Background: an optimization exercise with open tools, aiming at small area, a short achievable clock period and few clock cycles per item. Do not read the settings as production practice.
In this exercise RTL edits were held to simulation tests only and were not proved equivalent to the original.
No activity file was given, so power comes from the tool's default toggle rates.

==> design.v <==
package bec_pkg;
    localparam int ROW_W    = 64;
    localparam int IDX_W    = 12;
    localparam int RCNT_W   = 13;
    localparam int CCNT_W   = 7;
    localparam int CFG_AW   = 1;
    localparam int MAX_COLS = 64;
    localparam int QDEPTH   = 4;
    localparam int MDATA_W  = 80;
    localparam logic [CFG_AW-1:0] REG_ROW_COUNT = 1'b0;
    localparam logic [CFG_AW-1:0] REG_COL_COUNT = 1'b1;
    localparam logic [RCNT_W-1:0] ROW_COUNT_RST = 13'd2;
    localparam logic [CCNT_W-1:0] COL_COUNT_RST = 7'd64;
    typedef logic [ROW_W-1:0] row_t;
    typedef struct packed {
        row_t mask;
        row_t top_bit;
    } col_cfg_t;
    typedef struct packed {
        row_t             r_up;
        row_t             r_mid;
        row_t             r_dn;
        logic [IDX_W-1:0] idx;
        logic             fin;
    } job_t;
    typedef struct packed {
        logic full;
        logic empty;
    } q_stat_t;
    typedef struct packed {
        logic second_pending;
    } back_stat_t;
endpackage
module bec_fifo (
    input  logic    aclk,
    input  logic    aresetn,
    input  logic    push,
    input  bec_pkg::job_t    wr_job,
    input  logic    pop,
    output bec_pkg::job_t    rd_job,
    output bec_pkg::q_stat_t stat
);
    localparam int PW = $clog2(bec_pkg::QDEPTH);
    localparam int JW = 3 * bec_pkg::ROW_W + bec_pkg::IDX_W + 1;
    logic [JW-1:0] mem [0:bec_pkg::QDEPTH-1];
    logic [PW-1:0] wr_ptr_reg, rd_ptr_reg;
    logic [PW:0]   count_reg;
    always_comb begin
        stat.full  = (count_reg == (PW+1)'(bec_pkg::QDEPTH));
        stat.empty = (count_reg == '0);
    end
    assign rd_job = mem[rd_ptr_reg];
    always_ff @(posedge aclk) begin
        if (push) begin
            mem[wr_ptr_reg] <= wr_job;
        end
    end
    always_ff @(posedge aclk) begin
        if (!aresetn) begin
            wr_ptr_reg <= '0;
            rd_ptr_reg <= '0;
            count_reg  <= '0;
        end else begin
            if (push) begin
                wr_ptr_reg <= wr_ptr_reg + PW'(1);
            end
            if (pop) begin
                rd_ptr_reg <= rd_ptr_reg + PW'(1);
            end
            case ({push, pop})
                2'b10:   count_reg <= count_reg + (PW+1)'(1);
                2'b01:   count_reg <= count_reg - (PW+1)'(1);
                default: count_reg <= count_reg;
            endcase
        end
    end
endmodule
module bec_front #(
    parameter int RW = 12
) (
    input  logic          aclk,
    input  logic          aresetn,
    input  logic          s_tvalid,
    input  logic          s_tready,
    input  bec_pkg::row_t          s_tdata,
    input  bec_pkg::col_cfg_t      col_cfg,
    input  logic [RW:0]   rows_eff,
    output logic          push,
    output bec_pkg::job_t          job
);
    bec_pkg::row_t          prev_row_reg, prev_row_next;
    bec_pkg::row_t          prev_prev_row_reg, prev_prev_row_next;
    logic [RW-1:0] rows_seen_reg, rows_seen_next;
    bec_pkg::row_t          cur;
    logic          accept;
    always_comb begin
        cur       = s_tdata & col_cfg.mask;
        accept    = s_tvalid & s_tready;
        job.r_up  = (rows_seen_reg == RW'(1)) ? '1 : prev_prev_row_reg;
        job.r_mid = prev_row_reg;
        job.r_dn  = cur;
        job.idx   = bec_pkg::IDX_W'(rows_seen_reg - RW'(1));
        job.fin   = ({1'b0, rows_seen_reg} + (RW+1)'(1)) >= rows_eff;
        push      = accept && (rows_seen_reg != '0);
        prev_row_next      = prev_row_reg;
        prev_prev_row_next = prev_prev_row_reg;
        rows_seen_next     = rows_seen_reg;
        if (accept) begin
            if (rows_seen_reg == '0) begin
                prev_row_next      = cur;
                prev_prev_row_next = '0;
                rows_seen_next     = RW'(1);
            end else if (job.fin) begin
                prev_row_next      = '0;
                prev_prev_row_next = '0;
                rows_seen_next     = '0;
            end else begin
                prev_row_next      = cur;
                prev_prev_row_next = prev_row_reg;
                rows_seen_next     = rows_seen_reg + RW'(1);
            end
        end
    end
    always_ff @(posedge aclk) begin
        if (!aresetn) begin
            prev_row_reg      <= '0;
            prev_prev_row_reg <= '0;
            rows_seen_reg     <= '0;
        end else begin
            prev_row_reg      <= prev_row_next;
            prev_prev_row_reg <= prev_prev_row_next;
            rows_seen_reg     <= rows_seen_next;
        end
    end
endmodule
module bec_back (
    input  logic               aclk,
    input  logic               aresetn,
    input  bec_pkg::job_t               head,
    input  logic               head_valid,
    input  bec_pkg::col_cfg_t           col_cfg,
    output logic               pop,
    output bec_pkg::back_stat_t         stat,
    output logic               m_tvalid,
    input  logic               m_tready,
    output logic [bec_pkg::MDATA_W-1:0] m_tdata,
    output logic               m_tlast
);
    typedef enum logic {PH_FIRST, PH_SECOND} phase_t;
    phase_t           phase_reg, phase_next;
    logic             valid_reg, valid_next;
    bec_pkg::row_t             row_reg, row_next;
    logic [bec_pkg::IDX_W-1:0] idx_reg, idx_next;
    logic             last_reg, last_next;
    logic             load;
    bec_pkg::row_t    ero_first, ero_second;
    assign ero_first  = head.r_mid & head.r_up & head.r_dn
                      & ((head.r_mid << 1) | bec_pkg::ROW_W'(1))
                      & ((head.r_mid >> 1) | col_cfg.top_bit) & col_cfg.mask;
    assign ero_second = head.r_dn & head.r_mid
                      & ((head.r_dn << 1) | bec_pkg::ROW_W'(1))
                      & ((head.r_dn >> 1) | col_cfg.top_bit) & col_cfg.mask;
    always_comb begin
        load       = head_valid && (!valid_reg || m_tready);
        pop        = 1'b0;
        phase_next = phase_reg;
        valid_next = valid_reg && !m_tready;
        row_next   = row_reg;
        idx_next   = idx_reg;
        last_next  = last_reg;
        if (load) begin
            valid_next = 1'b1;
            case (phase_reg)
                PH_FIRST: begin
                    row_next  = ero_first;
                    idx_next  = head.idx;
                    last_next = 1'b0;
                    if (head.fin) begin
                        phase_next = PH_SECOND;
                    end else begin
                        pop = 1'b1;
                    end
                end
                PH_SECOND: begin
                    row_next   = ero_second;
                    idx_next   = head.idx + bec_pkg::IDX_W'(1);
                    last_next  = 1'b1;
                    phase_next = PH_FIRST;
                    pop        = 1'b1;
                end
                default: begin
                    phase_next = PH_FIRST;
                end
            endcase
        end
    end
    always_ff @(posedge aclk) begin
        row_reg  <= row_next;
        idx_reg  <= idx_next;
        last_reg <= last_next;
        if (!aresetn) begin
            phase_reg <= PH_FIRST;
            valid_reg <= 1'b0;
        end else begin
            phase_reg <= phase_next;
            valid_reg <= valid_next;
        end
    end
    assign stat.second_pending = (phase_reg == PH_SECOND);
    assign m_tvalid = valid_reg;
    assign m_tdata  = bec_pkg::MDATA_W'({idx_reg, row_reg});
    assign m_tlast  = last_reg;
endmodule
module binary_erosion_cross_top #(
    parameter int MAX_ROWS = 4096
) (
    input  logic               aclk,
    input  logic               aresetn,
    input  logic               cfg_wr_en,
    input  logic [bec_pkg::CFG_AW-1:0]  cfg_addr,
    input  logic [bec_pkg::RCNT_W-1:0]  cfg_wdata,
    input  logic               s_tvalid,
    output logic               s_tready,
    input  logic [bec_pkg::ROW_W-1:0]   s_tdata,    
    output logic               m_tvalid,
    input  logic               m_tready,
    output logic [bec_pkg::MDATA_W-1:0] m_tdata,    
    output logic               m_tlast     
);
    localparam int RW = $clog2(MAX_ROWS);
    logic [bec_pkg::RCNT_W-1:0] row_count_reg;
    logic [bec_pkg::CCNT_W-1:0] col_count_reg;
    logic [RW:0]       rows_eff;
    logic [bec_pkg::CCNT_W-1:0] cols_eff;
    bec_pkg::col_cfg_t          col_cfg;
    logic              push;
    logic              pop;
    bec_pkg::job_t              wr_job;
    bec_pkg::job_t              head;
    bec_pkg::q_stat_t           q_stat;
    bec_pkg::back_stat_t        b_stat;
    always_ff @(posedge aclk) begin
        if (!aresetn) begin
            row_count_reg <= bec_pkg::ROW_COUNT_RST;
            col_count_reg <= bec_pkg::COL_COUNT_RST;
        end else if (cfg_wr_en) begin
            case (cfg_addr)
                bec_pkg::REG_ROW_COUNT: row_count_reg <= cfg_wdata;
                bec_pkg::REG_COL_COUNT: col_count_reg <= cfg_wdata[bec_pkg::CCNT_W-1:0];
                default: ;
            endcase
        end
    end
    always_comb begin
        if (row_count_reg < bec_pkg::RCNT_W'(2)) begin
            rows_eff = (RW+1)'(2);
        end else if (32'(row_count_reg) > MAX_ROWS) begin
            rows_eff = (RW+1)'(MAX_ROWS);
        end else begin
            rows_eff = (RW+1)'(row_count_reg);
        end
        if (col_count_reg < bec_pkg::CCNT_W'(2)) begin
            cols_eff = bec_pkg::CCNT_W'(2);
        end else if (col_count_reg > bec_pkg::CCNT_W'(bec_pkg::MAX_COLS)) begin
            cols_eff = bec_pkg::CCNT_W'(bec_pkg::MAX_COLS);
        end else begin
            cols_eff = col_count_reg;
        end
        col_cfg.mask    = (cols_eff >= bec_pkg::CCNT_W'(bec_pkg::ROW_W)) ? '1
                        : ((bec_pkg::ROW_W'(1) << cols_eff) - bec_pkg::ROW_W'(1));
        col_cfg.top_bit = bec_pkg::ROW_W'(1) << (cols_eff - bec_pkg::CCNT_W'(1));
    end
    assign s_tready = !q_stat.full;
    bec_front #(.RW(RW)) u_front (
        .aclk     (aclk),
        .aresetn  (aresetn),
        .s_tvalid (s_tvalid),
        .s_tready (s_tready),
        .s_tdata  (s_tdata),
        .col_cfg  (col_cfg),
        .rows_eff (rows_eff),
        .push     (push),
        .job      (wr_job)
    );
    bec_fifo u_fifo (
        .aclk    (aclk),
        .aresetn (aresetn),
        .push    (push),
        .wr_job  (wr_job),
        .pop     (pop),
        .rd_job  (head),
        .stat    (q_stat)
    );
    bec_back u_back (
        .aclk       (aclk),
        .aresetn    (aresetn),
        .head       (head),
        .head_valid (!q_stat.empty),
        .col_cfg    (col_cfg),
        .pop        (pop),
        .stat       (b_stat),
        .m_tvalid   (m_tvalid),
        .m_tready   (m_tready),
        .m_tdata    (m_tdata),
        .m_tlast    (m_tlast)
    );
endmodule
==> run.sh <==
#!/bin/bash
# synth_recipe.tcl (not shown) runs the flow's synth.tcl, then flattens the netlist and writes it again
# the make line also repeats each setting of config.mk as NAME=value (left out here)
make -C /OpenROAD-flow-scripts/flow DESIGN_CONFIG=/design/flow/config.mk WORK_HOME=/design/flow/orfs CLKGATE_MAP_FILE= SYNTH_SCRIPT=/design/flow/synth_recipe.tcl finish
==> config.mk <==
export PLATFORM = sky130hd
export DESIGN_NAME = binary_erosion_cross_top
export DESIGN_NICKNAME = binary_erosion_cross_top
export VERILOG_FILES = /design/flow/design.v
export SDC_FILE = /design/flow/constraint.sdc
export NUM_CORES = 4
export LEC_CHECK = 0
export CAP_MARGIN = 20
export CORE_MARGIN = 2
export CORE_UTILIZATION = 40
export SLEW_MARGIN = 20
==> constraint.sdc <==
create_clock -name core_clock -period 5.5 [get_ports {aclk}]
set_input_delay 1.1000 -clock core_clock [delete_from_list [all_inputs] [get_ports {aclk}]]
set_output_delay 1.1000 -clock core_clock [all_outputs]
set_load 0.01 [all_outputs]
==> results.tsv, run 1 <==
stage	metric	value	unit
power	VDD IR-drop max	313	uV
timing	Setup Total Neg Slack	0	ps
logic_synthesis	share of synthesized registers carrying an async set or reset	0	%
logic_synthesis	Syn Area/Cell	15.1	sq um
floorplan	I/O pin count	166	
final_layout	Fill cells	9585	
logic_synthesis	Post-Syn Area	0.0452	sq mm
timing	clk_skew	25.6	ps
timing	Slew headroom	33.8	%
clocking	CTS clk-pin slew, worst paths	60	ps
route	DRC	0	
floorplan	initial core utilization	40.3	%
logic_synthesis	mux cell area share after synthesis	10.4	%
clocking	clock sink total	1068	
floorplan	FP Rows	123	
power	Lkg Pwr	17.0	nW
setup_path	CP top delay family	simple AND/OR/NAND/NOR gates	
final_layout	most frequent cells in the layout	edfxtp_1 (897), nand2_1 (239), mux4_2 (205)	
setup_path	crit path cell chain	or4_1 > buf_4 > nor2_1 > nor2_1 > ha_1 > nand2_1 > ha_1 > nand3b_2 > o21ai_4 > o2111ai_1 > or4_1 > nor2_1 > mux2_2 > a21oi_1 > nor2b_1	
route	Final ANT Viol Nets	0	
clocking	# hold bufs at CTS	0	
timing	Slew @ Worst Pin	984	ps
setup_path	Crit path required time	5900	ps
clocking	cts bufs inserted	108	
logic_synthesis	Ys Warns	4	
clocking	clock latency (worst-skew pair)	700	ps
logic_synthesis	Synth Area in Compound Gates	7.86	%
logic_synthesis	sequential area share after synthesis	67.2	%
worst_hold_path	Hold Crit Class	reg -> reg	
setup_path	crit path max fanout	11	
setup_path	Worst Setup SP	col_count_reg[3]$_SDFFE_PN0P_	
route	final WL	126000	um
setup_path	Worst Setup Start Kind	flip-flop	
grt	initial antenna violation count	5	
grt	GRT Total Usage	21.4	%
floorplan	Die Span Y	340	um
timing	Final Cycle Share	86.7	%
final_layout	Reg with most FFs	u_fifo.mem	
setup_path	Max stage delay on crit path	730	ps
clocking	TritonCTS clock tree	built	
setup_path	Setup crit end kind	flip-flop	
timing	final hold violations	0	
placement	GPL Wtd Cong	0.977	
final_layout	share of layout cells above drive strength 1	15.1	%
route	wire per inst	26.4	um
grt	largest net degree at the start of global routing	74	
final_layout	Layout area overhead	16.1	%
floorplan	Die Area	0.116	sq mm
floorplan	core footprint	0.112	sq mm
clocking	Post-CTS Resized	0	
timing	unrepaired setup endpoints after global routing	false	
grt	vias in the first global route	26800	
clocking	H-tree level count	3	
flow_run	max_cap viols	0	
logic_synthesis	EDFF count, synth	897	
route	via/cell ratio	5.76	
timing	Peak Freq	0.210	GHz
timing	min cycle time layout	4770	ps
final_layout	Largest register FFs	820	
logic_synthesis	Adder-Cell Fraction of Synth Area	0.787	%
logic_synthesis	Post-Synth XOR/XNOR Area	1.12	%
clocking	CTS Buffer Depth	3	
route	Via Count	27500	
logic_synthesis	top_reg_cell synth	edfxtp_1	
setup_path	worst flop-to-flop path startpoint	col_count_reg[3]$_SDFFE_PN0P_	
placement	DP Wirelength	80200	um
setup_path	slowest cell on the critical path	or4_1	
grt	total global routing overflow	0	
logic_synthesis	Yosys reg bits	1068	
route	drt first pass iters	7	
placement	Placement Setup Slack	836	ps
setup_path	Most common cell on crit path	nor2_1	
placement	number of port buffers	161	
route	Detailed Route Iter0 Violations	2922	
power	power density cells	410	mW/mm^2
clocking	Post-CTS Setup Bufs	0	
final_layout	Layout Nets	3276	
logic_synthesis	Gate Count Post-Synth	2988	
logic_synthesis	Post-Synth Simple-Gate Area	10.7	%
timing	final worst slack	733	ps
floorplan	Die Wd	340	um
setup_path	Crit Path Class	reg -> reg	
logic_synthesis	largest family of logic cells by synthesized area	simple AND/OR/NAND/NOR gates	
worst_hold_path	HP Start	row_count_reg[9]$_SDFFE_PN0P_	
timing	Final setup viols	0	
timing	Pins Over Slew Limit	0	
clocking	Root Buffer Master	clkbuf_16	
setup_path	WP data arrival	5170	ps
run_status	status	timing/DRC/antenna clean	
setup_path	Buf/Inv on CP	1	
grt	first-pass GRT wire length	183000	um
logic_synthesis	synth unique cells	85	
final_layout	most common cell after layout, fill and taps aside	edfxtp_1	
-- per-stage QoR --
stage	instances	total power [W]	hold slack, ps	instance area [sq um]	util, %
2_1_floorplan	2991	0.0124	428	45200	-
3_3_place_gp	4556	0.0142	476	48800	43.5
3_5_place_dp	4556	0.0142	480	48800	43.5
4_1_cts	4761	0.0216	489	52400	46.7
5_1_grt	4762	0.0222	511	52400	46.7
6_report	4764	0.0215	486	52400	46.7
-- worst paths after layout --
kind	end	slack (ps)	cells past startpoint
worst max register to register	u_fifo.mem[0][65]$_DFFE_PP_	730	15
worst min-delay path	row_count_reg[9]$_SDFFE_PN0P_	490	2
worst max-delay path	u_fifo.mem[0][65]$_DFFE_PP_	730	15
worst min register to register	row_count_reg[9]$_SDFFE_PN0P_	490	2
-- synth_stat cells, types with 47 or more instances --
cell / n / share of area, %
a21oi_1: 71 / 0.79
nand3_1: 86 / 0.95
nor2_1: 141 / 1.2
edfxtp_1: 897 / 60
nand2_1: 241 / 2.0
clkbuf_1: 114 / 0.95
nor2b_1: 125 / 1.7
and3_1: 47 / 0.65
dfxtp_1: 171 / 7.6
mux4_2: 205 / 10
nand2b_1: 73 / 1.0
and2_1: 77 / 1.1
a22oi_1: 117 / 1.9
o21ai_0: 62 / 0.69
-- logic make-up (layout without fill, tap and decap cells) --
group,Yosys count,after routing
AO/OA/AOI/OAI,497,497
flip-flops,1068,1068
buffers and inverters,198,468
XOR/XNOR,58,58
other,2,8
multiplexers,212,212
adder cells (fa/ha/maj),28,28
AND/OR/NAND/NOR,925,925
-- worst min-delay path: stages (launching register included) --
cell and delay (ps):
dfxtp_1 320, nand2_1 50, a21boi_0 60
-- routing by layer --
layer / up-vias / routed length, um / global-route usage, %
met5: - / 46 / 0
met2: 1131 / 59100 / 33.7
met4: 6 / 3470 / 6.91
met3: 186 / 9240 / 3.77
li1: 12100 / - / -
met1: 14100 / 54000 / 30.3
-- power by group --
| group | switching [W] | internal, W |
|---|---|---|
| clock network | 0.00310 | 0.00437 |
| registers | 0.000325 | 0.00971 |
| logic | 0.00243 | 0.00154 |
-- final cells by class --
cell class,instances,area [sq um],area share (%)
clock buffer,145,3020,5.76
tap,1500,1880,3.58
multi-input combinational,1725,14000,26.7
antenna,3,7.51,0.0143
sequential,1068,30400,57.9
timing repair buffer,238,2440,4.65
inverter,25,96.3,0.184
clock inverter,60,618,1.18
Testbench counts, summed over its fixed seeds: cycles 8,046, results 7,566.
==> run 2, diff against run 1 <==
==> design.v (replaced) <==
package bec_pkg;
    localparam int ROW_W    = 64;
    localparam int IDX_W    = 12;
    localparam int RCNT_W   = 13;
    localparam int CCNT_W   = 7;
    localparam int CFG_AW   = 1;
    localparam int MAX_COLS = 64;
    localparam int MDATA_W  = 80;
endpackage
module binary_erosion_cross_top #(
    parameter int MAX_ROWS = 4096
) (
    input  logic               aclk,
    input  logic               aresetn,
    input  logic               cfg_wr_en,
    input  logic [bec_pkg::CFG_AW-1:0]  cfg_addr,
    input  logic [bec_pkg::RCNT_W-1:0]  cfg_wdata,
    input  logic               s_tvalid,
    output logic               s_tready,
    input  logic [bec_pkg::ROW_W-1:0]   s_tdata,    
    output logic               m_tvalid,
    input  logic               m_tready,
    output logic [bec_pkg::MDATA_W-1:0] m_tdata,    
    output logic               m_tlast     
);
    localparam int ROW_W = bec_pkg::ROW_W;
    localparam int IDX_W = bec_pkg::IDX_W;
    logic [IDX_W-1:0] hm2_reg;       
    logic [5:0]       wm1_reg;       
    logic [ROW_W-1:0] cur_reg;
    logic [ROW_W-1:0] part_reg;
    logic [IDX_W-1:0] idx_reg;       
    logic             first_reg;     
    logic             fin_reg;       
    logic [ROW_W-1:0] mask;
    logic [ROW_W-1:0] east;
    logic [ROW_W-1:0] part_next;
    logic             take;
    logic             last_row;
    logic [12:0] cfg_rows;
    logic [6:0]  cfg_cols;
    always_comb begin
        cfg_rows = cfg_wdata;
        cfg_cols = cfg_wdata[6:0];
    end
    always_ff @(posedge aclk) begin
        if (!aresetn) begin
            hm2_reg <= '0;
            wm1_reg <= 6'd63;
        end else if (cfg_wr_en) begin
            if (cfg_addr == 1'b0) begin
                if (cfg_rows < 13'd2)         hm2_reg <= '0;
                else if (cfg_rows > 13'd4096) hm2_reg <= 12'd4094;
                else                          hm2_reg <= 12'(cfg_rows - 13'd2);
            end else begin
                if (cfg_cols < 7'd2)          wm1_reg <= 6'd1;
                else if (cfg_cols > 7'd64)    wm1_reg <= 6'd63;
                else                          wm1_reg <= 6'(cfg_cols - 7'd1);
            end
        end
    end
    always_comb begin
        for (int j = 0; j < ROW_W; j++) begin
            mask[j] = (6'(j) <= wm1_reg);
        end
        east = ({1'b0, s_tdata[ROW_W-1:1]}) | ~({1'b0, mask[ROW_W-1:1]});
        part_next = mask & s_tdata & {s_tdata[ROW_W-2:0], 1'b1} & east
                  & (cur_reg | {ROW_W{first_reg}});
    end
    assign take     = s_tvalid && s_tready;
    assign last_row = !first_reg && (idx_reg == hm2_reg);
    always_ff @(posedge aclk) begin
        if (take) begin
            cur_reg  <= s_tdata;
            part_reg <= part_next;
        end
    end
    always_ff @(posedge aclk) begin
        if (!aresetn) begin
            first_reg <= 1'b1;
            fin_reg   <= 1'b0;
        end else begin
            if (fin_reg && m_tready) begin
                fin_reg <= 1'b0;
            end
            if (take) begin
                first_reg <= last_row;
                if (last_row) begin
                    fin_reg <= 1'b1;
                end
            end
        end
    end
    always_ff @(posedge aclk) begin
        if (take) begin
            idx_reg <= first_reg ? '0 : idx_reg + IDX_W'(1);
        end
    end
    assign s_tready = m_tready || (first_reg && !fin_reg);
    assign m_tvalid = fin_reg || (s_tvalid && !first_reg);
    assign m_tdata  = {4'd0, idx_reg, part_reg & (s_tdata | {ROW_W{fin_reg}})};
    assign m_tlast  = fin_reg;
endmodule
--- a/config.mk
+++ b/config.mk
@@ -9,3 +9,4 @@
 export CORE_MARGIN = 2
 export CORE_UTILIZATION = 40
+export SETUP_SLACK_MARGIN = 3
 export SLEW_MARGIN = 20
==> run 2 against run 1 <==
Effect of this change: cell area shrank 79%; cell count shrank 74%; worst hold slack lost 3.8 ps; clock power shrank 84%; count of clock-buffer cells in the layout shrank 128; largest power group unchanged.
==> results.tsv, run 2 <==
stage	metric	value	unit	change
final_layout	share of layout cells above drive strength 1	31.4	%	+16 points
final_layout	final cell count without fillers	1223		-74%
worst_hold_path	Hold Crit Class	reg -> reg		
clocking	cts bufs inserted	17		-84%
route	wire per inst	20.2	um	-23%
power	Lkg Pwr	4.43	nW	-74%
setup_path	Crit Path Class	in -> out		
clocking	clock sink total	160		-85%
route	DRC	0		unchanged
final_layout	n_diodes	0		-3
floorplan	Die Span Y	145	um	-57%
run_status	status	timing/DRC/antenna clean		
logic_synthesis	synth unique cells	56		-34%
logic_synthesis	Gate Count Post-Synth	704		-76%
timing	clk_skew	7.45	ps	-18.1 ps
setup_path	worst flop-to-flop path startpoint	wm1_reg[1]$_SDFFE_PN1P_		
route	drt first pass iters	5		-2
clocking	TritonCTS clock tree	built		
final_layout	most frequent cells in the layout	edfxtp_1 (140), buf_4 (101), o21a_1 (68)		
logic_synthesis	cell with the most instances after synthesis	edfxtp_1		
floorplan	I/O pin count	166		unchanged
floorplan	core footprint	0.0194	sq mm	-83%
placement	area post-placement	0.00976	sq mm	-80%
logic_synthesis	share of synthesized registers carrying an async set or reset	0	%	unchanged
setup_path	R2R Setup Slk	3110	ps	+2380 ps
timing	unrepaired setup endpoints after global routing	true		
setup_path	Worst Setup Start Kind	input port		
grt	largest net degree at the start of global routing	74		unchanged
final_layout	Layout area overhead	42.5	%	
floorplan	initial core utilization	40.8	%	+0.49 points
setup_path	Crit path required time	4400	ps	-1500 ps
placement	DP Wirelength	15100	um	-81%
floorplan	FP Rows	51		-59%
grt	GRT Total Usage	23.7	%	+2.3 points
setup_path	Crit Reg-Reg Endpoint	part_reg[23]$_DFFE_PP_		
logic_synthesis	Syn Area/Cell	11.2	sq um	-26%
setup_path	Worst Setup SP	s_tdata[11]		
timing	Slew @ Worst Pin	1090	ps	+102 ps
route	via/cell ratio	5.69		-1.3%
final_layout	Layout Nets	1031		-69%
placement	number of port buffers	161		unchanged
logic_synthesis	cell taking the most area after synthesis	edfxtp_1		
setup_path	Worst Reg2Reg Path Length in Cells	4		-11
setup_path	Worst setup endpoint	m_tdata[11]		
logic_synthesis	Ys Warns	1		-3
clocking	H-tree level count	4		+1
floorplan	Die Area	0.0209	sq mm	-82%
timing	min cycle time layout	2630	ps	-2140 ps
clocking	clock latency (worst-skew pair)	430	ps	-270 ps
grt	first-pass GRT wire length	37500	um	-80%
flow_run	max_cap viols	0		unchanged
clocking	Root Buffer Master	clkbuf_16		
logic_synthesis	Yosys reg bits	160		-85%
setup_path	slowest cell on the critical path	o21a_1		
floorplan	Die Wd	145	um	-57%
setup_path	Setup crit end kind	output pin		
placement	Placement Setup Slack	1890	ps	+1050 ps
setup_path	Max stage delay on crit path	180	ps	-550 ps
setup_path	crit path cell chain	buf_8 > o21a_1 > buf_2		
grt	initial antenna violation count	0		-5
logic_synthesis	Post-Syn Area	0.00791	sq mm	-82%
clocking	CTS clk-pin slew, worst paths	60	ps	about the same
setup_path	WP data arrival	1530	ps	-3640 ps
logic_synthesis	EDFF count, synth	140		-84%
timing	Slew headroom	27.0	%	-6.8 points
setup_path	crit path max fanout	2		-9
final_layout	most common cell after layout, fill and taps aside	edfxtp_1		
clocking	# hold bufs at CTS	0		unchanged
logic_synthesis	most instantiated cells after synthesis	edfxtp_1 (140), o21a_1 (68), nor2_1 (62)		
final_layout	Final Instance Area	0.0113	sq mm	-79%
grt	total global routing overflow	0		unchanged
final_layout	Fill cells	1655		-83%
timing	final worst slack	2870	ps	+2140 ps
route	Final ANT Viol Nets	0		unchanged
timing	Final setup viols	0		unchanged
clocking	CTS Buffer Depth	2		-1
power	Pwr Total	0.00313	W	-85%
logic_synthesis	post-synth top area share	53.2	%	-6.4 points
timing	Setup Total Neg Slack	0	ps	unchanged
timing	Pins Over Slew Limit	0		unchanged
placement	GPL Wtd Cong	0.837		-14%
route	final WL	24700	um	-80%
worst_hold_path	Cells on Worst Hold Path	2		unchanged
logic_synthesis	top cells by area in the synthesized netlist	edfxtp_1 (53%), o21a_1 (6.5%), dfxtp_1 (5.1%), nor2_1 (2.9%), o211ai_1 (2.9%)		
placement	dpl cells	1090		-76%
logic_synthesis	sequential area share after synthesis	58.2	%	-9.0 points
timing	Final Cycle Share	47.8	%	-39 points
grt	vias in the first global route	6696		-75%
route	Detailed Route Iter0 Violations	657		-78%
timing	final hold violations	0		unchanged
power	power density cells	278	mW/mm^2	-32%
route	Via Count	6960		-75%
logic_synthesis	top_reg_cell synth	edfxtp_1		
power	VDD IR-drop max	269	uV	-14%
timing	Peak Freq	0.381	GHz	+81%
==> run 2: cell types whose count changed after synthesis, moves of 41 or more <==
| cell | previous run | this run |
|---|---|---|
| nand3_1 | 86 | 17 |
| a22oi_1 | 117 | 5 |
| and2_1 | 77 | 2 |
| dfxtp_1 | 171 | 20 |
| nand2b_1 | 73 | 6 |
| a21boi_0 | 41 | 0 |
| o21a_1 | 5 | 68 |
| nor2b_1 | 125 | 3 |
| clkbuf_1 | 114 | 31 |
| mux4_2 | 205 | 0 |
| and3_1 | 47 | 3 |
| edfxtp_1 | 897 | 140 |
| nand2_1 | 241 | 33 |
| nor2_1 | 141 | 62 |
==> run 2: repair_timing <==
| item | 4_1_cts | 5_1_grt |
|---|---|---|
| buffers inserted | 82 | 16 |
| resized for setup | 758 | 28 |
| endpoints found under the setup margin | 240 | 157 |
| gates cloned | 2 | 1 |
| pin swaps | 59 | 33 |
| endpoints found under the hold margin | 0 | 0 |
==> run 2: how the worst min path moves through the flow <==
| stage | startpoint | endpoint |
|---|---|---|
| final | hm2_reg[0]$_SDFFE_PN0P_ | hm2_reg[0]$_SDFFE_PN0P_ |
| after floorplan | hm2_reg[0]$_SDFFE_PN0P_ | hm2_reg[0]$_SDFFE_PN0P_ |
| after global routing | hm2_reg[0]$_SDFFE_PN0P_ | hm2_reg[0]$_SDFFE_PN0P_ |
| after detailed placement | hm2_reg[0]$_SDFFE_PN0P_ | hm2_reg[0]$_SDFFE_PN0P_ |
| after CTS | hm2_reg[0]$_SDFFE_PN0P_ | hm2_reg[0]$_SDFFE_PN0P_ |
| after global placement | hm2_reg[0]$_SDFFE_PN0P_ | hm2_reg[0]$_SDFFE_PN0P_ |
==> run 2: cell families after synthesis <==
logic type | share of synthesized area (%)
AOI/OAI and AO/OA | 21.3
xor gates and xnor gates | 3.10
adders and majority gates | 0.475
buffers and inverters | 3.39
DFF | 58.2
other | 0.0474
and+or+nand+nor | 13.4
==> run 2: cell type report <==
| class | count | area [sq um] | area share [%] |
|---|---|---|---|
| clock buffer | 17 | 425 | 3.78 |
| clock inverter | 15 | 166 | 1.48 |
| inverter | 13 | 70.1 | 0.622 |
| multi-input combinational | 485 | 3120 | 27.7 |
| sequential | 160 | 4610 | 40.9 |
| tap | 265 | 332 | 2.94 |
| timing repair buffer | 268 | 2540 | 22.6 |
==> run 2: worst max-delay path, delay by kind of cell <==
kind	cells	cell delay, ps
buffers and inverters	2	240
AO/OA/AOI/OAI	1	180
==> run 2: through the flow <==
| step | utilization [%] | hold slack, ps |
|---|---|---|
| after floorplan | - | 444 |
| after global placement | 50.3 | 464 |
| after detailed placement | 50.3 | 466 |
| after CTS | 57.2 | 476 |
| after global routing | 58.1 | 509 |
| final | 58.1 | 482 |
==> run 2: routing by layer <==
layer	global-route usage (%)	wire, um	share of wire, %
met1	31.8	10500	42
met2	39.4	11800	48
met3	4.74	2010	8.1
met4	6.49	420	1.7
met5	0	0	0
==> run 2: power breakdown <==
part / switching [W] / internal, W / total [W]
registers: 0.0000412 / 0.00141 / 0.00145
clock network: 0.000489 / 0.000709 / 0.00120
logic: 0.000249 / 0.000237 / 0.000486
total: 0.000779 / 0.00235 / 0.00313
Testbench counts of run 2, summed over its fixed seeds: cycles 7,854, results 7,566.
==> run 3, diff against run 2 <==
--- a/config.mk
+++ b/config.mk
@@ -6,4 +6,5 @@
 export NUM_CORES = 4
 export LEC_CHECK = 0
+export ABC_AREA = 1
 export CAP_MARGIN = 20
 export CORE_MARGIN = 2
==> run 3 against run 2 <==
Effect of this change: critical path type unchanged; global-route usage decreased by 1.4 points; wire length decreased by 6.3%; clock skew increased by 4.7 ps; clock power increased by 3%; critical path depth unchanged; critical endpoint is now m_tdata[12]; worst hold slack got worse by 7.0 ps; total power increased by 0.98%; largest power group unchanged; combinational power decreased by 2%; sequential share of layout area decreased by 0.061 points; die area increased by 0.35%; via count increased by 0.42%.
==> results.tsv, run 3 <==
stage	metric	value	unit	change
run_status	status	timing/DRC/antenna clean		
logic_synthesis	top_reg_cell synth	edfxtp_1		
clocking	CTS clk-pin slew, worst paths	60	ps	about the same
timing	final worst slack	2890	ps	+17.3 ps
floorplan	core footprint	0.0195	sq mm	+0.33%
clocking	cts bufs inserted	17		unchanged
final_layout	Layout Nets	1149		+11%
setup_path	Worst Setup Start Kind	input port		
setup_path	Setup crit end kind	output pin		
floorplan	FP Rows	51		unchanged
logic_synthesis	most instantiated cells after synthesis	edfxtp_1 (140), nand2_1 (110), nor2_1 (93)		
logic_synthesis	Syn Area/Cell	9.77	sq um	-13%
timing	Setup Total Neg Slack	0	ps	unchanged
setup_path	Max stage delay on crit path	170	ps	about the same
setup_path	crit path cell chain	buf_8 > o21a_1 > buf_2		
placement	DP Wirelength	15700	um	+3.8%
setup_path	R2R Setup Slk	3280	ps	+170 ps
logic_synthesis	Gate Count Post-Synth	812		+15%
timing	min cycle time layout	2610	ps	-17.3 ps
placement	GPL Wtd Cong	0.899		+7.4%
route	via/cell ratio	5.22		-8.4%
placement	Placement Setup Slack	2000	ps	+107 ps
grt	vias in the first global route	6556		-2.1%
setup_path	Crit Path Class	in -> out		
setup_path	worst flop-to-flop path startpoint	fin_reg$_SDFF_PN0_		
worst_hold_path	Hold Crit Class	reg -> reg		
final_layout	most common cell after layout, fill and taps aside	edfxtp_1		
timing	Peak Freq	0.383	GHz	+0.66%
floorplan	initial core utilization	40.8	%	about the same
route	DRC	0		unchanged
logic_synthesis	post-synth top area share	53.0	%	-0.19 points
timing	Slew @ Worst Pin	789	ps	-297 ps
setup_path	slowest cell on the critical path	o21a_1		
floorplan	Die Wd	145	um	+0.18%
final_layout	share of layout cells above drive strength 1	27.2	%	-4.3 points
route	wire per inst	17.3	um	-15%
grt	largest net degree at the start of global routing	69		-6.8%
worst_hold_path	Worst Hold Path EP	hm2_reg[0]$_SDFFE_PN0P_		
logic_synthesis	EDFF count, synth	140		unchanged
setup_path	crit path max fanout	2		unchanged
final_layout	multi-input logic area	0.00292	sq mm	-6.5%
timing	final hold violations	0		unchanged
timing	clk_skew	12.1	ps	+4.70 ps
clocking	H-tree level count	4		unchanged
logic_synthesis	top cells by area in the synthesized netlist	edfxtp_1 (53%), o21a_1 (6.2%), nand2_1 (5.2%), dfxtp_1 (5.0%), nor2_1 (4.4%)		
setup_path	Crit path required time	4400	ps	about the same
floorplan	I/O pin count	166		unchanged
power	power density cells	281	mW/mm^2	+0.86%
logic_synthesis	cell with the most instances after synthesis	edfxtp_1		
final_layout	final cell count without fillers	1340		+9.6%
clocking	CTS Buffer Depth	2		unchanged
route	Final ANT Viol Nets	0		unchanged
timing	Final setup viols	0		unchanged
grt	total global routing overflow	0		unchanged
route	Via Count	6989		+0.42%
grt	first-pass GRT wire length	35500	um	-5.3%
setup_path	CP top delay family	buffers and inverters		
setup_path	WP data arrival	1510	ps	-20 ps
logic_synthesis	Ys Warns	1		unchanged
clocking	TritonCTS clock tree	built		
logic_synthesis	share of synthesized registers carrying an async set or reset	0	%	unchanged
grt	GRT Total Usage	22.3	%	-1.4 points
flow_run	max_cap viols	0		unchanged
floorplan	Die Span Y	145	um	+0.18%
final_layout	register area	0.00461	sq mm	about the same
setup_path	Worst Reg2Reg Path Length in Cells	5		+1
route	final WL	23200	um	-6.3%
final_layout	n_diodes	0		unchanged
worst_hold_path	HP Start	hm2_reg[0]$_SDFFE_PN0P_		
setup_path	Buf/Inv on CP	2		unchanged
route	drt first pass iters	5		unchanged
final_layout	most frequent cells in the layout	edfxtp_1 (140), nand2_1 (106), buf_4 (91)		
placement	dpl cells	1216		+12%
grt	initial antenna violation count	0		unchanged
timing	unrepaired setup endpoints after global routing	true		
placement	number of port buffers	161		unchanged
worst_hold_path	Cells on Worst Hold Path	2		unchanged
power	VDD IR-drop max	211	uV	-22%
timing	Final Cycle Share	47.4	%	-0.31 points
clocking	clock latency (worst-skew pair)	430	ps	about the same
timing	Pins Over Slew Limit	0		unchanged
final_layout	Layout area overhead	42.2	%	
logic_synthesis	Yosys reg bits	160		unchanged
timing	Slew headroom	47.3	%	+20 points
power	Lkg Pwr	4.70	nW	+6.0%
logic_synthesis	synth unique cells	38		-32%
logic_synthesis	cell taking the most area after synthesis	edfxtp_1		
floorplan	Die Area	0.0210	sq mm	+0.35%
clocking	# hold bufs at CTS	0		unchanged
clocking	Root Buffer Master	clkbuf_16		
setup_path	Crit Reg-Reg Endpoint	part_reg[17]$_DFFE_PP_		
logic_synthesis	Post-Syn Area	0.00793	sq mm	+0.36%
final_layout	Fill cells	1702		+2.8%
logic_synthesis	sequential area share after synthesis	58.0	%	-0.21 points
route	Detailed Route Iter0 Violations	434		-34%
clocking	clock sink total	160		unchanged
## run 3: worst max path at each step
stage | end | startpoint | slack (ps) | depth (start not counted)
after global routing | m_tdata[12] | s_tdata[12] | 2880 | 3
after global placement | m_tdata[32] | s_tdata[32] | 1990 | 3
final | m_tdata[12] | s_tdata[12] | 2890 | 3
after floorplan | fin_reg$_SDFF_PN0_ | m_tready | 1570 | 6
after detailed placement | m_tdata[30] | s_tdata[30] | 2000 | 3
after CTS | m_tdata[12] | s_tdata[12] | 2840 | 3
## run 3: cell families after synthesis
family / synth area share (%)
other cells: 0.0473
fa+ha+maj: 0.473
compound gates: 19.5
buf+inv: 6.06
simple gates: 15.1
xor+xnor: 0.773
flops: 58.0
## run 3: metal layers
| metal | up-vias | routed length [um] | GRT usage, % |
|---|---|---|---|
| met4 | 0 | 343 | 5.93 |
| met5 | - | 0 | 0 |
| met1 | 3322 | 10300 | 30.8 |
| met2 | 228 | 11200 | 36.8 |
| li1 | 3416 | - | - |
| met3 | 23 | 1350 | 3.55 |
## run 3: repair_timing
item / in CTS / in global routing
pin swaps: 55 / 38
buffers inserted: 71 / 22
setup endpoints to repair: 214 / 80
cloned: 0 / 0
gates resized for setup: 720 / 30
hold endpoints to repair: 0 / 0
## run 3: power breakdown
part	leakage, nW	total (W)	internal [W]	switching (W)
logic	2.85	0.000477	0.000226	0.000251
clock network	0.294	0.00124	0.000759	0.000483
registers	1.55	0.00145	0.00141	0.0000369
total	4.70	0.00316	0.00239	0.000770
## run 3: worst reg2reg max path: stages (launching register included)
cell     delay, ps
dfxtp_4        370
buf_4          160
inv_1           80
nand2_2        120
a21oi_4        670
buf_12         400
## run 3: metrics by stage
stage          hold slack (ps)  total power [W]  cell area, sq um  util (%)
5_1_grt                    495          0.00329             11300      57.9
3_5_place_dp               469          0.00190              9830      50.5
4_1_cts                    479          0.00316             11000      56.5
2_1_floorplan              445          0.00167              7970         -
6_report                   475          0.00316             11300      57.9
3_3_place_gp               467          0.00189              9830      50.5
## run 3: cell type report
cell class	instances	share of cell area (%)
tap	265	2.94
clock buffer	18	3.81
timing repair buffer	258	21.7
sequential	160	40.9
multi-input combinational	534	25.8
clock inverter	13	1.66
inverter	92	3.17
==> run 4, diff against run 3 <==
--- a/config.mk
+++ b/config.mk
@@ -6,8 +6,7 @@
 export NUM_CORES = 4
 export LEC_CHECK = 0
-export ABC_AREA = 1
 export CAP_MARGIN = 20
 export CORE_MARGIN = 2
 export CORE_UTILIZATION = 40
-export SETUP_SLACK_MARGIN = 3
+export SETUP_SLACK_MARGIN = 2
 export SLEW_MARGIN = 20
==> run 4 against run 3 <==
Effect of this change: still clean; clock power is 5% lower; synthesized cell count decreased by 13%; cell count shrank 16%; register-to-register slack worse by 540 ps; combinational power fell by 16%; sequential power is essentially flat; worst hold slack worse by 9.7 ps; die area fell by 0.35%.
==> results.tsv, run 4 <==
stage	metric	value	unit	change
setup_path	Most common cell on crit path	clkdlybuf4s50_1		
setup_path	crit path cell chain	clkdlybuf4s50_1 > o21a_1 > clkdlybuf4s50_1		
final_layout	final cell count without fillers	1121		-16%
worst_hold_path	Hold Crit Class	reg -> reg		
logic_synthesis	Syn Area/Cell	11.2	sq um	+15%
timing	Final Cycle Share	63.3	%	+16 points
timing	clk_skew	9.01	ps	-3.13 ps
worst_hold_path	HP Start	hm2_reg[0]$_SDFFE_PN0P_		
route	Final ANT Viol Nets	0		unchanged
logic_synthesis	most instantiated cells after synthesis	edfxtp_1 (140), o21a_1 (68), nor2_1 (62)		
setup_path	Crit Path Class	in -> out		
setup_path	Crit path required time	4400	ps	about the same
grt	initial antenna violation count	0		unchanged
grt	GRT Total Usage	21.6	%	-0.72 points
grt	total global routing overflow	0		unchanged
clocking	cts bufs inserted	17		unchanged
timing	final hold violations	0		unchanged
clocking	clock latency (worst-skew pair)	420	ps	about the same
timing	Peak Freq	0.287	GHz	-25%
logic_synthesis	post-synth top area share	53.2	%	+0.19 points
route	wire per inst	20.1	um	+16%
timing	Slew @ Worst Pin	1060	ps	+272 ps
setup_path	Worst Reg2Reg Path Length in Cells	5		unchanged
logic_synthesis	Synth Area in Compound Gates	21.3	%	+1.8 points
route	Detailed Route Iter0 Violations	466		+7.4%
floorplan	Die Wd	145	um	-0.18%
setup_path	Worst Setup Start Kind	input port		
placement	DP Wirelength	15000	um	-4.0%
clocking	TritonCTS clock tree	built		
final_layout	register area	0.00461	sq mm	about the same
logic_synthesis	Ys Warns	1		unchanged
route	via/cell ratio	5.74		+10%
route	final WL	22600	um	-2.6%
logic_synthesis	Gate Count Post-Synth	704		-13%
timing	Pins Over Slew Limit	0		unchanged
power	power density cells	293	mW/mm^2	+4.6%
timing	WHS	465	ps	-9.75 ps
flow_run	max_cap viols	0		unchanged
final_layout	Layout area overhead	30.8	%	
clocking	H-tree level count	4		unchanged
placement	GPL Wtd Cong	0.862		-4.2%
grt	largest net degree at the start of global routing	102		+48%
floorplan	initial core utilization	40.8	%	about the same
clocking	CTS Buffer Depth	2		unchanged
logic_synthesis	EDFF count, synth	140		unchanged
setup_path	WP data arrival	2380	ps	+870 ps
placement	dpl cells	1090		-10%
final_layout	multi-input logic area	0.00305	sq mm	+4.7%
setup_path	worst flop-to-flop path startpoint	first_reg$_SDFFE_PN1P_		
run_status	status	timing/DRC/antenna clean		
final_layout	share of layout cells above drive strength 1	5.96	%	-21 points
timing	unrepaired setup endpoints after global routing	false		
power	VDD IR-drop max	217	uV	+2.7%
timing	Final setup viols	0		unchanged
logic_synthesis	Yosys reg bits	160		unchanged
final_layout	Fill cells	1693		-0.53%
final_layout	most common cell after layout, fill and taps aside	edfxtp_1		
worst_hold_path	Worst Hold Path EP	hm2_reg[0]$_SDFFE_PN0P_		
logic_synthesis	top_reg_cell synth	edfxtp_1		
clocking	# hold bufs at CTS	0		unchanged
placement	area post-placement	0.00971	sq mm	-1.3%
logic_synthesis	sequential area share after synthesis	58.2	%	+0.21 points
floorplan	Die Area	0.0209	sq mm	-0.35%
power	Lkg Pwr	3.63	nW	-23%
timing	Slew headroom	29.3	%	-18 points
clocking	clock sink total	160		unchanged
clocking	Root Buffer Master	clkbuf_16		
logic_synthesis	mux cell area share after synthesis	0	%	unchanged
setup_path	CP top delay family	buffers and inverters		
floorplan	FP Rows	51		unchanged
setup_path	slowest cell on the critical path	clkdlybuf4s50_1		
worst_hold_path	Cells on Worst Hold Path	2		unchanged
grt	vias in the first global route	6140		-6.3%
timing	min cycle time layout	3480	ps	+870 ps
final_layout	Layout Nets	930		-19%
setup_path	Buf/Inv on CP	2		unchanged
logic_synthesis	synth unique cells	56		+47%
setup_path	R2R Setup Slk	2740	ps	-540 ps
logic_synthesis	cell taking the most area after synthesis	edfxtp_1		
logic_synthesis	top cells by area in the synthesized netlist	edfxtp_1 (53%), o21a_1 (6.5%), dfxtp_1 (5.1%), nor2_1 (2.9%), o211ai_1 (2.9%)		
logic_synthesis	Adder-Cell Fraction of Synth Area	0.475	%	+0.0017 points
final_layout	Final Instance Area	0.0103	sq mm	-8.3%
logic_synthesis	Post-Syn Area	0.00791	sq mm	-0.36%
logic_synthesis	Post-Synth Simple-Gate Area	13.4	%	-1.7 points
floorplan	I/O pin count	166		unchanged
floorplan	core footprint	0.0194	sq mm	-0.33%
final_layout	n_diodes	0		unchanged
logic_synthesis	Post-Synth XOR/XNOR Area	3.10	%	+2.3 points
placement	number of port buffers	161		unchanged
clocking	CTS clk-pin slew, worst paths	60	ps	about the same
setup_path	Max stage delay on crit path	590	ps	+420 ps
route	DRC	0		unchanged
setup_path	Crit Reg-Reg Endpoint	part_reg[56]$_DFFE_PP_		
timing	Setup Total Neg Slack	0	ps	unchanged
logic_synthesis	cell with the most instances after synthesis	edfxtp_1		
route	Via Count	6436		-7.9%
floorplan	Die Span Y	145	um	-0.18%
logic_synthesis	share of synthesized registers carrying an async set or reset	0	%	unchanged
setup_path	Setup crit end kind	output pin		
grt	first-pass GRT wire length	34500	um	-2.8%
logic_synthesis	largest family of logic cells by synthesized area	compound AO/OA/AOI/OAI gates		
route	drt first pass iters	5		unchanged
setup_path	crit path max fanout	5		+3
final_layout	most frequent cells in the layout	edfxtp_1 (140), clkdlybuf4s50_1 (138), o21a_1 (68)		
## run 4: changes by cell type in the layout (fill, tap and decap cells not counted), sizes merged, moves of 18 or more
cell	before	now
buf	229	7
clkdlybuf4s50	27	138
inv	94	12
nand2	111	33
nor2	97	62
o21ai	49	30
xor2	4	23
dlymetal6s2s	0	18
## run 4: power breakdown
group          internal (W)  switching, W  total (W)
registers           0.00141     0.0000485    0.00146
logic              0.000182      0.000218   0.000400
clock network      0.000706      0.000471    0.00118
total               0.00230      0.000738    0.00303
## run 4: how the worst max path moves through the flow
stage                  from                 endpoint  cells after the start  slack (ps)
5_1_grt         s_tdata[46]              m_tdata[46]                      3        2000
3_5_place_dp    s_tdata[12]              m_tdata[12]                      3        1910
6_report        s_tdata[22]              m_tdata[22]                      3        2020
2_1_floorplan  cfg_wdata[1]  hm2_reg[6]$_SDFFE_PN0P_                      7        2610
4_1_cts         s_tdata[13]              m_tdata[13]                      3        2000
3_3_place_gp    s_tdata[12]              m_tdata[12]                      3        1920
## run 4: kinds of logic after synthesis
kind of cell	count (synthesis)
AOI/OAI and AO/OA	239
and+or+nand+nor	210
DFF	160
buffers and inverters	63
xor gates and xnor gates	28
adders and majority gates	3
other	1
## run 4: metal layers
layer / global-route usage [%] / share of wire, % / up-vias
li1: - / - / 3012
met3: 4.44 / 7.1 / 21
met4: 6.29 / 1.3 / 0
met1: 29.7 / 44 / 3129
met2: 34.7 / 48 / 274
met5: 0 / 0 / -
## run 4: stage by stage
stage	total power, W	setup slack [ps]	utilization [%]
2_1_floorplan	0.00166	2610	-
3_3_place_gp	0.00188	1920	50.1
3_5_place_dp	0.00188	1910	50.1
4_1_cts	0.00305	2000	53.0
5_1_grt	0.00314	2000	53.3
6_report	0.00303	2020	53.3
## run 4: final cells by class
cell class	instances	area share, %
Clock buffer	19	4.19
Clock inverter	12	1.39
Inverter	13	0.472
Multi-Input combinational cell	484	29.5
Sequential cell	160	44.6
Tap cell	265	3.21
Timing Repair Buffer	168	16.6
## run 4: worst min-delay path, cell delays in order, from the launching register on
cell and delay, ps:
dfxtp_1 320, nand2_1 50, a21oi_1 50
## run 4: repair_timing
item,CTS,global route
resized for setup,7,18
buffers inserted,0,0
endpoints found under the setup margin,41,18
cloned,0,0
==> run 5, diff against run 4 <==
--- a/config.mk
+++ b/config.mk
@@ -9,4 +9,5 @@
 export CORE_MARGIN = 2
 export CORE_UTILIZATION = 40
-export SETUP_SLACK_MARGIN = 2
+export CTS_BUF_LIST = sky130_fd_sc_hd__clkbuf_8
+export SETUP_SLACK_MARGIN = 3
 export SLEW_MARGIN = 20
==> run 5 against run 4 <==
Effect of this change: first-iteration DRC count grew 23%; cell count grew 8.9%; maximum frequency grew 32%; register-to-register slack gained 410 ps; critical endpoint is now m_tdata[11]; sequential share of layout area shrank 2.8 points; still clean on timing, DRC and antenna.
==> results.tsv, run 5 <==
stage	metric	value	unit	change
final_layout	Layout Nets	1029		+11%
timing	Pins Over Slew Limit	0		unchanged
setup_path	crit path cell chain	buf_8 > o21a_1 > buf_2		
route	Detailed Route Iter0 Violations	575		+23%
setup_path	Max stage delay on crit path	180	ps	-410 ps
logic_synthesis	cell with the most instances after synthesis	edfxtp_1		
floorplan	I/O pin count	166		unchanged
grt	vias in the first global route	6687		+8.9%
route	Via Count	7015		+9.0%
clocking	CTS Buffer Depth	2		unchanged
placement	DP Wirelength	15100	um	+0.40%
logic_synthesis	EDFF count, synth	140		unchanged
timing	Slew @ Worst Pin	1050	ps	-9.92 ps
setup_path	Worst Setup Start Kind	input port		
floorplan	initial core utilization	40.8	%	unchanged
logic_synthesis	post-synth top area share	53.2	%	unchanged
final_layout	n_diodes	0		unchanged
timing	min cycle time layout	2630	ps	-852 ps
route	wire per inst	20.2	um	+0.50%
power	Reg power frac	51.2	%	+3.2 points
route	via/cell ratio	5.75		about the same
grt	first-pass GRT wire length	37300	um	+8.1%
power	Combinational Power Share	17.1	%	+3.9 points
final_layout	most frequent cells in the layout	edfxtp_1 (140), buf_4 (99), o21a_1 (68)		
timing	Slew headroom	29.4	%	+0.12 points
run_status	status	timing/DRC/antenna clean		
route	DRC	0		unchanged
logic_synthesis	Syn Area/Cell	11.2	sq um	unchanged
flow_run	max_cap viols	0		unchanged
logic_synthesis	share of synthesized registers carrying an async set or reset	0	%	unchanged
floorplan	Die Wd	145	um	unchanged
final_layout	Layout area overhead	39.5	%	
setup_path	Crit path required time	4400	ps	about the same
power	Int Pwr	0.00208	W	-9.3%
setup_path	Setup crit end kind	output pin		
clocking	cts bufs inserted	17		unchanged
final_layout	share of layout cells above drive strength 1	31.3	%	+25 points
timing	clk_skew	12.6	ps	+3.62 ps
setup_path	WP data arrival	1530	ps	-850 ps
power	VDD IR-drop max	171	uV	-21%
placement	Placement Setup Slack	1890	ps	-25.1 ps
logic_synthesis	Gate Count Post-Synth	704		unchanged
clocking	H-tree level count	4		unchanged
setup_path	Crit Path Class	in -> out		
placement	number of port buffers	161		unchanged
logic_synthesis	top_reg_cell synth	edfxtp_1		
worst_hold_path	Hold Crit Class	reg -> reg		
timing	Final Cycle Share	47.8	%	-15 points
power	Lkg Pwr	4.30	nW	+18%
floorplan	Die Area	0.0209	sq mm	unchanged
grt	GRT Total Usage	23.7	%	+2.1 points
timing	Peak Freq	0.381	GHz	+32%
setup_path	Buf/Inv on CP	2		unchanged
route	drt first pass iters	5		unchanged
grt	total global routing overflow	0		unchanged
power	switching pwr	0.000743	W	+0.72%
logic_synthesis	Yosys reg bits	160		unchanged
clocking	TritonCTS clock tree	built		
logic_synthesis	synth unique cells	56		unchanged
timing	Final setup viols	0		unchanged
route	final WL	24700	um	+9.5%
logic_synthesis	Post-Syn Area	0.00791	sq mm	unchanged
logic_synthesis	Ys Warns	1		unchanged
logic_synthesis	top cells by area in the synthesized netlist	edfxtp_1 (53%), o21a_1 (6.5%), dfxtp_1 (5.1%), nor2_1 (2.9%), o211ai_1 (2.9%)		
clocking	CTS clk-pin slew, worst paths	90	ps	+30 ps
clocking	Root Buffer Master	clkbuf_8		
timing	final worst slack	2870	ps	+852 ps
floorplan	Die Span Y	145	um	unchanged
power	switching portion of total power	26.3	%	+2.0 points
power	power density cells	256	mW/mm^2	-13%
logic_synthesis	most instantiated cells after synthesis	edfxtp_1 (140), o21a_1 (68), nor2_1 (62)		
route	Final ANT Viol Nets	0		unchanged
setup_path	crit path max fanout	2		-3
setup_path	slowest cell on the critical path	o21a_1		
grt	initial antenna violation count	0		unchanged
logic_synthesis	sequential area share after synthesis	58.2	%	unchanged
logic_synthesis	cell taking the most area after synthesis	edfxtp_1		
timing	Setup Total Neg Slack	0	ps	unchanged
clocking	clock sink total	160		unchanged
timing	unrepaired setup endpoints after global routing	true		
floorplan	FP Rows	51		unchanged
power	clock share of power	31.7	%	-7.1 points
grt	largest net degree at the start of global routing	74		-27%
setup_path	CP top delay family	buffers and inverters		
timing	final hold violations	0		unchanged
final_layout	most common cell after layout, fill and taps aside	edfxtp_1		
floorplan	core footprint	0.0194	sq mm	unchanged
clocking	clock latency (worst-skew pair)	470	ps	+50 ps
placement	GPL Wtd Cong	0.837		-2.9%
run 5: cell counts after synthesis:
Identical to the previous run, type by type.
run 5: what timing repair did:
item,CTS,global route
gates cloned,2,1
setup buffers,84,12
endpoints found under the hold margin,0,0
gates resized for setup,762,23
pin swaps,58,37
hold buffers,0,0
endpoints found under the setup margin,242,126
run 5: through the flow:
stage	total power [W]	hold WS [ps]	utilization [%]	cell area, sq um	cells
floorplan	0.00167	444	-	7980	707
global placement	0.00188	464	50.3	9760	1090
detailed placement	0.00189	466	50.3	9760	1090
CTS	0.00283	479	56.1	10900	1208
global route	0.00293	525	56.8	11000	1221
finish	0.00283	482	56.8	11000	1221
run 5: area by class of cell:
class | count | area [sq um]
Fill cell | 1694 | 8370
Sequential cell | 160 | 4610
Multi-Input combinational cell | 485 | 3120
Timing Repair Buffer | 266 | 2490
Tap cell | 265 | 332
Clock buffer | 17 | 234
Clock inverter | 15 | 166
Inverter | 13 | 72.6
run 5: worst paths after layout:
kind,startpoint,end,slack [ps],depth (start not counted)
max,s_tdata[11],m_tdata[11],2870,3
min,hm2_reg[0]$_SDFFE_PN0P_,hm2_reg[0]$_SDFFE_PN0P_,480,2
max reg2reg,wm1_reg[1]$_SDFFE_PN1P_,part_reg[23]$_DFFE_PP_,3150,4
min reg2reg,hm2_reg[0]$_SDFFE_PN0P_,hm2_reg[0]$_SDFFE_PN0P_,480,2
run 5: kinds of logic (layout without fill, tap and decap cells):
family | count (synthesis) | after routing | share of synthesized area, %
compound gates | 239 | 239 | 21.3
flops | 160 | 160 | 58.2
fa+ha+maj | 3 | 3 | 0.475
buf+inv | 63 | 311 | 3.39
simple gates | 210 | 211 | 13.4
other cells | 1 | 4 | 0.0474
xor+xnor | 28 | 28 | 3.10
run 5: worst register-to-register path, stage by stage (launching register included):
cell,delay [ps]
dfxtp_1,840
nand3_1,680
o31ai_1,430
a22oi_1,110
nor2_1,150
run 5: power by group through the flow:
stage	sequential, W	clock [W]	combinational [W]
floorplan	0.00146	0	0.000207
global placement	0.00148	0	0.000401
detailed placement	0.00148	0	0.000406
CTS	0.00145	0.000910	0.000470
global route	0.00146	0.000958	0.000521
finish	0.00145	0.000897	0.000482
run 5: metal layers:
metal	GRT usage, %	up-vias	part of all wire, %
li1	-	3210	-
met1	31.7	3448	42
met2	38.8	323	48
met3	5.76	34	8.0
met4	6.23	0	1.7
met5	0	-	0
==> run 6, diff against run 5 <==
--- a/config.mk
+++ b/config.mk
@@ -8,5 +8,5 @@
 export CAP_MARGIN = 20
 export CORE_MARGIN = 2
-export CORE_UTILIZATION = 40
+export CORE_UTILIZATION = 50
 export CTS_BUF_LIST = sky130_fd_sc_hd__clkbuf_8
 export SETUP_SLACK_MARGIN = 3
==> run 6 against run 5 <==
Effect of this change: clock skew up 1.4 ps; non-clock buffer count is 6 higher; largest power group unchanged; die area shrank 19%; cell count is 3.9% lower; synthesized cell count unchanged; largest cell class unchanged; register-to-register slack gained 30 ps; utilization rose by 14 points.
==> results.tsv, run 6 <==
stage	metric	value	unit	change
setup_path	crit path cell chain	buf_8 > o21a_1 > buf_2		
floorplan	I/O pin count	166		unchanged
timing	unrepaired setup endpoints after global routing	true		
clocking	H-tree level count	4		unchanged
clocking	cts bufs inserted	17		unchanged
floorplan	Die Wd	130	um	-10%
grt	initial antenna violation count	0		unchanged
final_layout	n_diodes	0		unchanged
worst_hold_path	Hold Crit Class	reg -> reg		
setup_path	Worst Reg2Reg Path Length in Cells	4		unchanged
timing	WHS	481	ps	-1.23 ps
power	VDD IR-drop max	181	uV	+5.8%
logic_synthesis	Gate Count Post-Synth	704		unchanged
logic_synthesis	Yosys reg bits	160		unchanged
logic_synthesis	post-synth top area share	53.2	%	unchanged
floorplan	Die Span Y	130	um	-10%
clocking	Root Buffer Master	clkbuf_8		
logic_synthesis	cell taking the most area after synthesis	edfxtp_1		
logic_synthesis	top_reg_cell synth	edfxtp_1		
final_layout	final cell count without fillers	1173		-3.9%
timing	clk_skew	14.0	ps	+1.39 ps
route	drt first pass iters	5		unchanged
route	final WL	23300	um	-5.8%
grt	largest net degree at the start of global routing	79		+6.8%
logic_synthesis	Syn Area/Cell	11.2	sq um	unchanged
final_layout	Layout area overhead	38.0	%	
final_layout	most common cell after layout, fill and taps aside	edfxtp_1		
setup_path	worst flop-to-flop path startpoint	wm1_reg[1]$_SDFFE_PN1P_		
route	wire per inst	19.8	um	-1.9%
final_layout	share of layout cells above drive strength 1	32.1	%	+0.84 points
clocking	clock latency (worst-skew pair)	470	ps	about the same
route	Final ANT Viol Nets	0		unchanged
logic_synthesis	EDFF count, synth	140		unchanged
setup_path	slowest cell on the critical path	o21a_1		
logic_synthesis	top cells by area in the synthesized netlist	edfxtp_1 (53%), o21a_1 (6.5%), dfxtp_1 (5.1%), nor2_1 (2.9%), o211ai_1 (2.9%)		
setup_path	Worst Setup Start Kind	input port		
route	Via Count	7051		+0.51%
setup_path	Crit path required time	4400	ps	about the same
route	Detailed Route Iter0 Violations	695		+21%
grt	total global routing overflow	0		unchanged
setup_path	Crit Path Class	in -> out		
timing	Peak Freq	0.380	GHz	-0.23%
timing	Slew headroom	29.6	%	+0.19 points
setup_path	Crit Reg-Reg Endpoint	part_reg[23]$_DFFE_PP_		
timing	Setup Total Neg Slack	0	ps	unchanged
logic_synthesis	most instantiated cells after synthesis	edfxtp_1 (140), o21a_1 (68), nor2_1 (62)		
route	via/cell ratio	6.01		+4.6%
final_layout	multi-input logic area	0.00312	sq mm	+0.16%
placement	DP Wirelength	14300	um	-5.6%
logic_synthesis	cell with the most instances after synthesis	edfxtp_1		
logic_synthesis	Ys Warns	1		unchanged
setup_path	Worst Setup SP	s_tdata[12]		
placement	number of port buffers	161		unchanged
grt	GRT Total Usage	27.0	%	+3.3 points
grt	vias in the first global route	6318		-5.5%
setup_path	Worst setup endpoint	m_tdata[12]		
clocking	CTS Buffer Depth	2		unchanged
timing	Pins Over Slew Limit	0		unchanged
logic_synthesis	share of synthesized registers carrying an async set or reset	0	%	unchanged
grt	first-pass GRT wire length	35000	um	-6.1%
power	power density cells	259	mW/mm^2	+0.92%
clocking	# hold bufs at CTS	0		unchanged
route	DRC	0		unchanged
run_status	status	timing/DRC/antenna clean		
setup_path	Setup crit end kind	output pin		
final_layout	Fill cells	1118		-34%
timing	Slew @ Worst Pin	1060	ps	+5.30 ps
timing	final hold violations	0		unchanged
setup_path	crit path max fanout	2		unchanged
floorplan	Die Area	0.0168	sq mm	-19%
flow_run	max_cap viols	0		unchanged
power	Lkg Pwr	4.28	nW	-0.42%
final_layout	Layout Nets	1035		+0.58%
clocking	clock sink total	160		unchanged
floorplan	core footprint	0.0153	sq mm	-21%
timing	Final Cycle Share	47.9	%	+0.11 points
timing	min cycle time layout	2630	ps	+6.05 ps
clocking	CTS clk-pin slew, worst paths	90	ps	about the same
placement	GPL Wtd Cong	0.824		-1.6%
final_layout	most frequent cells in the layout	edfxtp_1 (140), buf_4 (110), o21a_1 (68)		
logic_synthesis	synth unique cells	56		unchanged
floorplan	initial core utilization	51.6	%	+11 points
setup_path	WP data arrival	1530	ps	about the same
final_layout	register area	0.00461	sq mm	unchanged
logic_synthesis	sequential area share after synthesis	58.2	%	unchanged
floorplan	FP Rows	45		-12%
placement	dpl cells	1036		-5.0%
timing	Final setup viols	0		unchanged
placement	Placement Setup Slack	1880	ps	-5.32 ps
setup_path	R2R Setup Slk	3180	ps	+30 ps
setup_path	Max stage delay on crit path	190	ps	about the same
clocking	TritonCTS clock tree	built		
logic_synthesis	Post-Syn Area	0.00791	sq mm	unchanged
final_layout	Final Util	71.2	%	+14 points
timing	final worst slack	2870	ps	-6.05 ps
run 6: cell counts after synthesis:
Identical to the previous run, type by type.
run 6: kinds of logic (layout without fill, tap and decap cells):
group / Yosys count / after routing / synth area share, %
adders and majority gates: 3 / 3 / 0.475
other: 1 / 4 / 0.0474
buffers and inverters: 63 / 317 / 3.39
AOI/OAI and AO/OA: 239 / 239 / 21.3
DFF: 160 / 160 / 58.2
and+or+nand+nor: 210 / 211 / 13.4
xor gates and xnor gates: 28 / 28 / 3.10
run 6: metrics by stage:
step	instance area, sq um	power (W)
detailed placement	9700	0.00188
global route	10900	0.00292
CTS	10700	0.00281
finish	10900	0.00282
global placement	9700	0.00188
floorplan	7980	0.00167
run 6: critical path: cells and delay by family:
kind | cells | cell delay (ps)
compound gates | 1 | 190
buf+inv | 2 | 250
run 6: area by class of cell:
| class | instances | area share (%) |
|---|---|---|
| Clock inverter | 15 | 1.58 |
| Clock buffer | 17 | 2.14 |
| Sequential cell | 160 | 42.3 |
| Tap cell | 211 | 2.42 |
| Inverter | 13 | 0.665 |
| Multi-Input combinational cell | 485 | 28.6 |
| Timing Repair Buffer | 272 | 22.3 |
run 6: metal layers:
layer / GRT usage [%] / vias to the layer above / wire, um
met5: 0 / - / 0
met4: 8.60 / 0 / 358
met3: 3.61 / 37 / 1780
met2: 42.9 / 364 / 11000
met1: 38.8 / 3430 / 10100
li1: - / 3220 / -
run 6: power by group:
part	internal (W)	total (W)	leakage, nW	switching [W]
clock	0.000418	0.000904	0.209	0.000486
combinational	0.000225	0.000470	2.52	0.000245
sequential	0.00141	0.00145	1.55	0.0000404
total	0.00205	0.00282	4.28	0.000772
run 6: worst min-delay path by stage:
stage / from / end / cells after the start
5_1_grt: hm2_reg[0]$_SDFFE_PN0P_ / hm2_reg[0]$_SDFFE_PN0P_ / 2
2_1_floorplan: hm2_reg[0]$_SDFFE_PN0P_ / hm2_reg[0]$_SDFFE_PN0P_ / 2
6_report: hm2_reg[0]$_SDFFE_PN0P_ / hm2_reg[0]$_SDFFE_PN0P_ / 2
3_3_place_gp: hm2_reg[0]$_SDFFE_PN0P_ / hm2_reg[0]$_SDFFE_PN0P_ / 2
3_5_place_dp: hm2_reg[0]$_SDFFE_PN0P_ / hm2_reg[0]$_SDFFE_PN0P_ / 2
4_1_cts: hm2_reg[0]$_SDFFE_PN0P_ / hm2_reg[0]$_SDFFE_PN0P_ / 2
run 6: timing repair:
item,in CTS,in global routing
resized for setup,749,20
gates cloned,0,1
pin swaps,51,30
endpoints found under the hold margin,0,0
setup endpoints to repair,212,144
buffers inserted,80,24

==> port drivers added, routing unchanged <==
The flow's constraints put no driver on any port. The routed layouts listed below were extracted and timed again, unchanged, in two steps.
Step 1 (the two cells are an assumption about what drives the block):
set clk [get_ports {aclk}]
set_driving_cell -lib_cell sky130_fd_sc_hd__clkbuf_16 $clk
set_driving_cell -lib_cell sky130_fd_sc_hd__buf_2 [delete_from_list [all_inputs] $clk]
Step 2 times the ports against the registers' clock, not the clock port: input delays grow and output delays shrink by t, the midpoint of the rising clock arrivals with the driver on.
a / b / c = ideal ports / drivers / drivers and shift; a / b = the first two.
| run | shift t [ns] | slack for setup (ns) | worst hold slack (ns) | worst setup path at the end | cell pins on the clock port's net |
|---|---|---|---|---|---|
| run 1 | 0.754 | 0.733 / 0.733 / 0.733 | 0.486 / 0.486 / 0.486 | register to register | 1 |
| run 2 | 0.468 | 2.873 / 2.830 / 2.628 | 0.482 / 0.482 / 0.482 | input to register | 1 |
| run 3 | 0.467 | 2.890 / 2.833 / 2.627 | 0.475 / 0.475 / 0.475 | input to register | 1 |
| run 4 | 0.465 | 2.021 / 1.994 / 1.921 | 0.465 / 0.465 / 0.465 | input to register | 1 |
| run 5 | 0.502 | 2.872 / 2.830 / 2.542 | 0.482 / 0.482 / 0.482 | input to register | 1 |
| run 6 | 0.500 | 2.866 / 2.806 / 2.557 | 0.481 / 0.481 / 0.481 | input to register | 1 |
After both steps every run listed still meets setup and hold. The setup slack of run 5, which loses most, moves by -0.042 ns with the drivers and by -0.330 ns with both steps.
